Background: an optimization exercise with open tools, aiming at small area, a short achievable clock period and few clock cycles per item. Do not read the settings as production practice.
In this exercise RTL edits were held to simulation tests only and were not proved equivalent to the original.
Power figures rest on the tool's default switching activity, not on a simulated workload.

## adsr_envelope_generator
module adsr_envelope_generator #(
  parameter int POSITION_BITS = 24
) (
  input  wire         clk,
  input  wire         rst,
  input  wire         psel,
  input  wire         penable,
  input  wire         pwrite,
  input  wire  [3:0]  paddr,
  input  wire  [31:0] pwdata,
  output logic [31:0] prdata,
  output logic        pready,
  input  wire         s_axis_tvalid,
  output logic        s_axis_tready,
  input  wire  [23:0] s_axis_tdata,   
  input  wire  [1:0]  s_axis_tuser,   
  output logic        m_axis_tvalid,
  input  wire         m_axis_tready,
  output logic [39:0] m_axis_tdata    
);
  logic [23:0] att_len, dec_len, rel_len;
  logic [15:0] sus_lvl;
  logic        cfg_wr;
  adsr_regs u_regs (
    .clk     (clk),
    .rst     (rst),
    .psel    (psel),
    .penable (penable),
    .pwrite  (pwrite),
    .paddr   (paddr),
    .pwdata  (pwdata),
    .prdata  (prdata),
    .pready  (pready),
    .att_len (att_len),
    .dec_len (dec_len),
    .sus_lvl (sus_lvl),
    .rel_len (rel_len),
    .cfg_wr  (cfg_wr)
  );
  adsr_dp u_dp (
    .clk           (clk),
    .rst           (rst),
    .att_len       (att_len),
    .dec_len       (dec_len),
    .sus_lvl       (sus_lvl),
    .rel_len       (rel_len),
    .cfg_wr        (cfg_wr),
    .s_axis_tvalid (s_axis_tvalid),
    .s_axis_tready (s_axis_tready),
    .s_axis_tdata  (s_axis_tdata),
    .s_axis_tuser  (s_axis_tuser),
    .m_axis_tvalid (m_axis_tvalid),
    .m_axis_tready (m_axis_tready),
    .m_axis_tdata  (m_axis_tdata)
  );
endmodule
For scale: ~140 I/O pins, roughly 0.040 mm2 of cells after synthesis.
==> flow/config.mk <==
export PLATFORM = sky130hd
export DESIGN_NAME = adsr_envelope_generator
export DESIGN_NICKNAME = adsr_envelope_generator
export VERILOG_FILES = /design/flow/design.v
export SDC_FILE = /design/flow/constraint.sdc
export NUM_CORES = 4
export LEC_CHECK = 0
export CAP_MARGIN = 20
export CORE_MARGIN = 2
export CORE_UTILIZATION = 70
export CTS_BUF_LIST = sky130_fd_sc_hd__clkbuf_4 sky130_fd_sc_hd__clkbuf_8
export SLEW_MARGIN = 20
==> flow/constraint.sdc <==
create_clock -name core_clock -period 13.0 [get_ports {clk}]
set_input_delay 2.6000 -clock core_clock [delete_from_list [all_inputs] [get_ports {clk}]]
set_output_delay 2.6000 -clock core_clock [all_outputs]
set_load 0.01 [all_outputs]
standard.sh (not shown) runs the stock make flow with config.mk's settings and CLKGATE_MAP_FILE= SYNTH_SCRIPT=/design/flow/synth_recipe.tcl, a recipe that flattens the netlist after the stock synthesis.
==> flow/flow/run.sh <==
#!/bin/bash
# standard synthesis, then the standard layout with small port buffers and a
# larger setup margin for repair_timing
set -euo pipefail
bash standard.sh synth > synth.log 2>&1
bash standard.sh "BUFFER_PORTS_ARGS=-buffer_cell sky130_fd_sc_hd__buf_2" SETUP_SLACK_MARGIN=8 finish > layout.log 2>&1
Testbench counts at the start, summed over its fixed seeds: cycles 45,584, items 43,471.
Next try:
- CORE_UTILIZATION: 70 -> 60
The changed run produced a clean layout; total power came out lower by a few percent; sequential power stays flat; register-to-register slack is better by 0.13 ns; die area rises by about a fifth; via count came out lower by a few percent; first-iteration DRC count decreases by roughly a tenth; worst setup slack improved by 0.13 ns; global-route usage came out lower by 5.6 points; final area shrinks slightly.

## v6
Starting RTL as in the previous note.
==> flow/config.mk <==
export PLATFORM = sky130hd
export DESIGN_NAME = adsr_envelope_generator
export DESIGN_NICKNAME = adsr_envelope_generator
export VERILOG_FILES = /design/flow/design.v
export SDC_FILE = /design/flow/constraint.sdc
export NUM_CORES = 4
export LEC_CHECK = 0
export CAP_MARGIN = 20
export CORE_MARGIN = 2
export CORE_UTILIZATION = 60
export CTS_BUF_LIST = sky130_fd_sc_hd__clkbuf_4 sky130_fd_sc_hd__clkbuf_8
export SLEW_MARGIN = 20
==> flow/constraint.sdc <==
create_clock -name core_clock -period 13.0 [get_ports {clk}]
set_input_delay 2.6000 -clock core_clock [delete_from_list [all_inputs] [get_ports {clk}]]
set_output_delay 2.6000 -clock core_clock [all_outputs]
set_load 0.01 [all_outputs]
==> flow/flow/run.sh <==
#!/bin/bash
# standard synthesis, then the standard layout with small port buffers and a
# larger setup margin for repair_timing
set -euo pipefail
bash standard.sh synth > synth.log 2>&1
bash standard.sh "BUFFER_PORTS_ARGS=-buffer_cell sky130_fd_sc_hd__buf_2" SETUP_SLACK_MARGIN=9 finish > layout.log 2>&1
v6 finished every stage and its layout cleared the timing, DRC and antenna checks.
Testbench counts of v6, summed over its fixed seeds: cycles 45,584, items 43,471.
What v7 does differently from v6 at the input level:
- putting TNS_END_PERCENT at 10 where nothing was set
==> flow/flow/run.sh <==
#!/bin/bash
# standard synthesis, then the standard layout with small port buffers and a
# larger setup margin for repair_timing
set -euo pipefail
bash standard.sh synth > synth.log 2>&1
bash standard.sh "BUFFER_PORTS_ARGS=-buffer_cell sky130_fd_sc_hd__buf_2" SETUP_SLACK_MARGIN=8 finish > layout.log 2>&1
Notes after the runs:
Layout multi-input combinational cell count in v7 is 0.31% below v6.
The share of the core filled with cells in v7 sits 7.9 points below the value recorded for v6.
Re reg2reg setup slack: v7 is 0.14 ns up on v6.
v7 went all the way through the flow, and no timing, DRC or antenna check failed.
Changes observed in v7 relative to v6: power share of the combinational group decreased 7.6 points, final worst setup slack +0.14 ns, largest incremental delay on the critical path shows an increase of 0.13 ns, post-route standard cell area excluding fillers shrank by 10%, total detailed-routing wirelength fell by 16 mm.
Going from v6 to v7, the worst slack at placement was found to have gone down by 0.38 ns.
met5 as the top layer used by detailed routing was reported by v6, and met4 by v7.
Summary — relative slew slack, v7 relative to v6: higher, by 3.4 points.
v7: highest clock frequency the design can meet about 2.7% above v6

static timing again, ports no longer ideal:
How much do the figures lean on ideal ports? The routed layouts below were timed once more, with nothing changed but the port constraints. Step 1: set_driving_cell puts a clkbuf_16 on clk and a buf_2 on each other input, an assumption about the parent block. Step 2, shift: input delay + t, output delay - t, t = (earliest + latest rising clock arrival at the registers) / 2. This alone moves slack from input paths to output paths. Three values: ideal, step 1, step 2; two values: the first two.
run | t, ns | slack for setup (ns) | worst slew at a driven data input, ns | cell pins on the clock port's net
the first run of note 1 | 0.766 | 7.951 / 7.951 / 7.239 | 0.04 | 1
the second run of note 1 | 0.776 | 8.082 / 8.082 / 7.366 | 0.05 | 1
v6 | 0.776 | 7.851 / 7.851 / 7.576 | 0.07 | 1
v7 | 0.776 | 7.986 / 7.986 / 7.362 | 0.05 | 1
After both steps setup and hold are still met in every run listed. The setup slack of the second run of note 1, which loses most, moves by 0.000 ns with the drivers and by -0.716 ns with both steps.
